What follows belongs to an exercise in optimizing a design on an open flow for a short achievable clock period and few clock cycles per item; a production flow would make more cautious choices.
Only simulation tests tie the RTL to the original design; equivalence was not proved.

==> v16: inputs <==
==> flow/design.v <==
package mont_modexp_pkg;
    localparam int EXP_W_DEF = 16;
    localparam int DATA_W    = 16;
    localparam int PROD_W    = 32;
    localparam int NBITS_W   = 5;
    localparam logic [NBITS_W-1:0] N_MAX = 5'd15;
    typedef enum logic [2:0] {
        S_IDLE,
        S_CONV_B,
        S_CONV_1,
        S_SQR,
        S_MUL,
        S_OUT,
        S_DONE,
        S_FAIL
    } state_e;
endpackage
import mont_modexp_pkg::*;
module mont_reduce
(
    input  logic [PROD_W-1:0]  x_i,
    input  logic [DATA_W-1:0]  m_i,
    input  logic [DATA_W-1:0]  m_inv_i,
    input  logic [NBITS_W-1:0] n_i,
    output logic [DATA_W-1:0]  r_o
);
    logic [DATA_W-1:0] mask;
    logic [DATA_W-1:0] mu;
    logic [PROD_W-1:0] mu_m;
    logic [PROD_W-1:0] sum;
    logic [DATA_W:0]   t;
    logic [DATA_W:0]   t_sub;
    assign mask = ~({DATA_W{1'b1}} << n_i);
    assign mu = (x_i[DATA_W-1:0] * m_inv_i) & mask;
    assign mu_m = {{(PROD_W-DATA_W){1'b0}}, mu}
                * {{(PROD_W-DATA_W){1'b0}}, m_i};
    assign sum = x_i + mu_m;
    assign t = (DATA_W+1)'(sum >> n_i);
    assign t_sub = t - {1'b0, m_i};
    assign r_o = t_sub[DATA_W] ? t[DATA_W-1:0] : t_sub[DATA_W-1:0];
endmodule
import mont_modexp_pkg::*;
module mont_modexp
#(
    parameter int EXP_W = EXP_W_DEF
) (
    input  logic               clk,
    input  logic               rst,
    input  logic               start,
    input  logic [DATA_W-1:0]  base,
    input  logic [EXP_W-1:0]   exp,
    input  logic [DATA_W-1:0]  m,
    input  logic [DATA_W-1:0]  m_inv,
    input  logic [DATA_W-1:0]  r2,
    input  logic [NBITS_W-1:0] n,
    output logic               busy,
    output logic               done,
    output logic               err,
    output logic [DATA_W-1:0]  result
);
    localparam logic [2:0] Q_IDLE = 3'd0;
    localparam logic [2:0] Q_CONV = 3'd1;
    localparam logic [2:0] Q_LOOP = 3'd2;
    localparam logic [2:0] Q_OUT  = 3'd3;
    localparam logic [2:0] Q_DONE = 3'd4;
    localparam logic [2:0] Q_FAIL = 3'd5;
    function automatic logic params_legal(
        input logic [DATA_W-1:0]  mod,
        input logic [NBITS_W-1:0] nb
    );
        params_legal = mod[0] && (nb != '0) && (nb <= N_MAX)
                       && ((mod >> nb) == '0);
    endfunction
    logic [2:0]         state_q;
    logic               busy_q, done_q, err_q;
    logic [DATA_W-1:0]  base_q, m_q, minv_q, r2_q, s_q, acc_q, result_q;
    logic [NBITS_W-1:0] n_q;
    logic [EXP_W-1:0]   exp_q;
    logic               one_q;      
    logic [DATA_W-1:0]  sa, sb, red_s;
    logic [PROD_W-1:0]  prod_s;
    always_comb begin
        sa = s_q;
        sb = s_q;
        unique case (state_q)
            Q_CONV:  begin sa = base_q; sb = r2_q; end
            Q_OUT:   begin sa = acc_q;  sb = DATA_W'(1); end
            default: ;
        endcase
    end
    assign prod_s = {{(PROD_W-DATA_W){1'b0}}, sa} * {{(PROD_W-DATA_W){1'b0}}, sb};
    mont_reduce u_red_s (.x_i(prod_s), .m_i(m_q), .m_inv_i(minv_q), .n_i(n_q), .r_o(red_s));
    logic [PROD_W-1:0]  prod_m;
    logic [DATA_W-1:0]  red_m;
    assign prod_m = {{(PROD_W-DATA_W){1'b0}}, acc_q} * {{(PROD_W-DATA_W){1'b0}}, s_q};
    mont_reduce u_red_m (.x_i(prod_m), .m_i(m_q), .m_inv_i(minv_q), .n_i(n_q), .r_o(red_m));
    always_ff @(posedge clk or posedge rst) begin
        if (rst) begin
            state_q <= Q_IDLE;
            busy_q  <= 1'b0;
            done_q  <= 1'b0;
            err_q   <= 1'b0;
        end else begin
            unique case (state_q)
                Q_IDLE: begin
                    done_q <= 1'b0;
                    if (start) begin
                        if (params_legal(m, n)) begin
                            busy_q  <= 1'b1;
                            state_q <= Q_CONV;
                        end else begin
                            done_q  <= 1'b1;
                            err_q   <= 1'b1;
                            state_q <= Q_FAIL;
                        end
                    end
                end
                Q_CONV: state_q <= Q_LOOP;
                Q_LOOP: if (exp_q[EXP_W-1:1] == '0) state_q <= Q_OUT;
                Q_OUT: begin
                    busy_q  <= 1'b0;
                    done_q  <= 1'b1;
                    err_q   <= 1'b0;
                    state_q <= Q_DONE;
                end
                Q_DONE, Q_FAIL: begin
                    done_q  <= 1'b0;
                    state_q <= Q_IDLE;
                end
                default: state_q <= Q_IDLE;
            endcase
        end
    end
    always_ff @(posedge clk) begin
        unique case (state_q)
            Q_IDLE: begin
                base_q <= base;
                exp_q  <= exp;
                m_q    <= m;
                minv_q <= m_inv;
                r2_q   <= r2;
                n_q    <= n;
                one_q  <= 1'b1;
            end
            Q_CONV: s_q <= red_s;
            Q_LOOP: begin
                if (exp_q[0]) begin
                    acc_q <= one_q ? s_q : red_m;
                    one_q <= 1'b0;
                end
                s_q   <= red_s;
                exp_q <= exp_q >> 1;
            end
            Q_OUT: result_q <= one_q ? ((m_q == DATA_W'(1)) ? '0 : DATA_W'(1)) : red_s;
            default: ;
        endcase
    end
    assign busy   = busy_q;
    assign done   = done_q;
    assign err    = err_q;
    assign result = result_q;
endmodule
==> flow/run.sh <==
#!/bin/bash
# synth_recipe.tcl (not shown) runs the flow's synth.tcl, then flattens the netlist and writes it again
# the make line also repeats each setting of config.mk as NAME=value (left out here)
make -C /OpenROAD-flow-scripts/flow DESIGN_CONFIG=/design/flow/config.mk WORK_HOME=/design/flow/orfs CLKGATE_MAP_FILE= SYNTH_SCRIPT=/design/flow/synth_recipe.tcl finish
==> flow/config.mk <==
export PLATFORM = sky130hd
export DESIGN_NAME = mont_modexp
export DESIGN_NICKNAME = mont_modexp
export VERILOG_FILES = /design/flow/design.v
export SDC_FILE = /design/flow/constraint.sdc
export NUM_CORES = 4
export LEC_CHECK = 0
export CAP_MARGIN = 20
export CORE_MARGIN = 2
export CORE_UTILIZATION = 40
export SETUP_SLACK_MARGIN = 3.0
export SLEW_MARGIN = 20
export SYNTH_HIERARCHICAL = 1
==> flow/constraint.sdc <==
create_clock -name core_clock -period 21.0 [get_ports {clk}]
set_input_delay 4.2000 -clock core_clock [delete_from_list [all_inputs] [get_ports {clk}]]
set_output_delay 4.2000 -clock core_clock [all_outputs]
set_load 0.01 [all_outputs]
==> v4 (differences from v16) <==
--- a/flow/config.mk
+++ b/flow/config.mk
@@ -10,3 +10,3 @@
 export CORE_UTILIZATION = 40
-export SETUP_SLACK_MARGIN = 3.0
+export SETUP_SLACK_MARGIN = 4.0
 export SLEW_MARGIN = 20
==> comparison table <==
metric	v16	v4
Run status	finished clean	finished clean
Place WS	-164 ps	681 ps
Sink of the worst hold path	exp_q[2]	busy_q
Required time reported for the critical path endpoint	21290 ps	21370 ps
Largest net degree at the start of global routing	59	60
Comb_multi_in	4575	4574
Area growth, synth to finish	18.0%	17.1%
Terminus of the critical flop-to-flop path	result_q[3]	result_q[0]
Post-layout util	47.6%	47.2%
Total number of vias	46300	46100
Worst reg2reg setup slack	2430 ps	2470 ps
Topmost layer with routed signal wires	met4	met5
Length of routed wiring on met1	76200 um	80700 um
Max frequency	53.9 MHz	54.0 MHz
Transition at the pin with the smallest max-transition slack	1150 ps	1200 ps
Maximum fanout along the worst path	9	6
Routed wl met2	85300 um	81400 um
Final instance area	65400 um^2	64900 um^2
Layout net count	8250	8194
Gr usage total	27.1%	26.5%
Met3 track utilization from global routing	4.97%	5.64%
Testbench counts of v16, summed over its fixed seeds: cycles 75,991, items 4,000.
Testbench counts of v4, summed over its fixed seeds: cycles 75,991, items 4,000.

-- afterwards: timing with drivers on the ports --
The flow's constraints put no driver on any port. The routed layouts listed below were extracted and timed again, unchanged, in two steps. Step 1: set_driving_cell puts a clkbuf_16 on clk and a buf_2 on each other input, an assumption about the parent block. Step 2 adds t to the input delays and takes it off the output delays; t is the mean of the earliest and latest rising clock arrival at the registers after step 1. Input paths then give back, and output paths get back, about the clock's delay inside the block. a / b / c = no drivers / after step 1 / after step 2; a / b = the first two.
run | t (ns) | setup slack, ns | latest minus earliest clock arrival (ns) | worst slew at a driven data input, ns
v16 | 0.599 | 2.431 / 2.431 / 2.431 | 0.034 / 0.035 | 0.18
v4 | 0.572 | 2.472 / 2.472 / 2.472 | 0.030 / 0.030 | 0.18
After both steps every run listed still meets setup and hold.
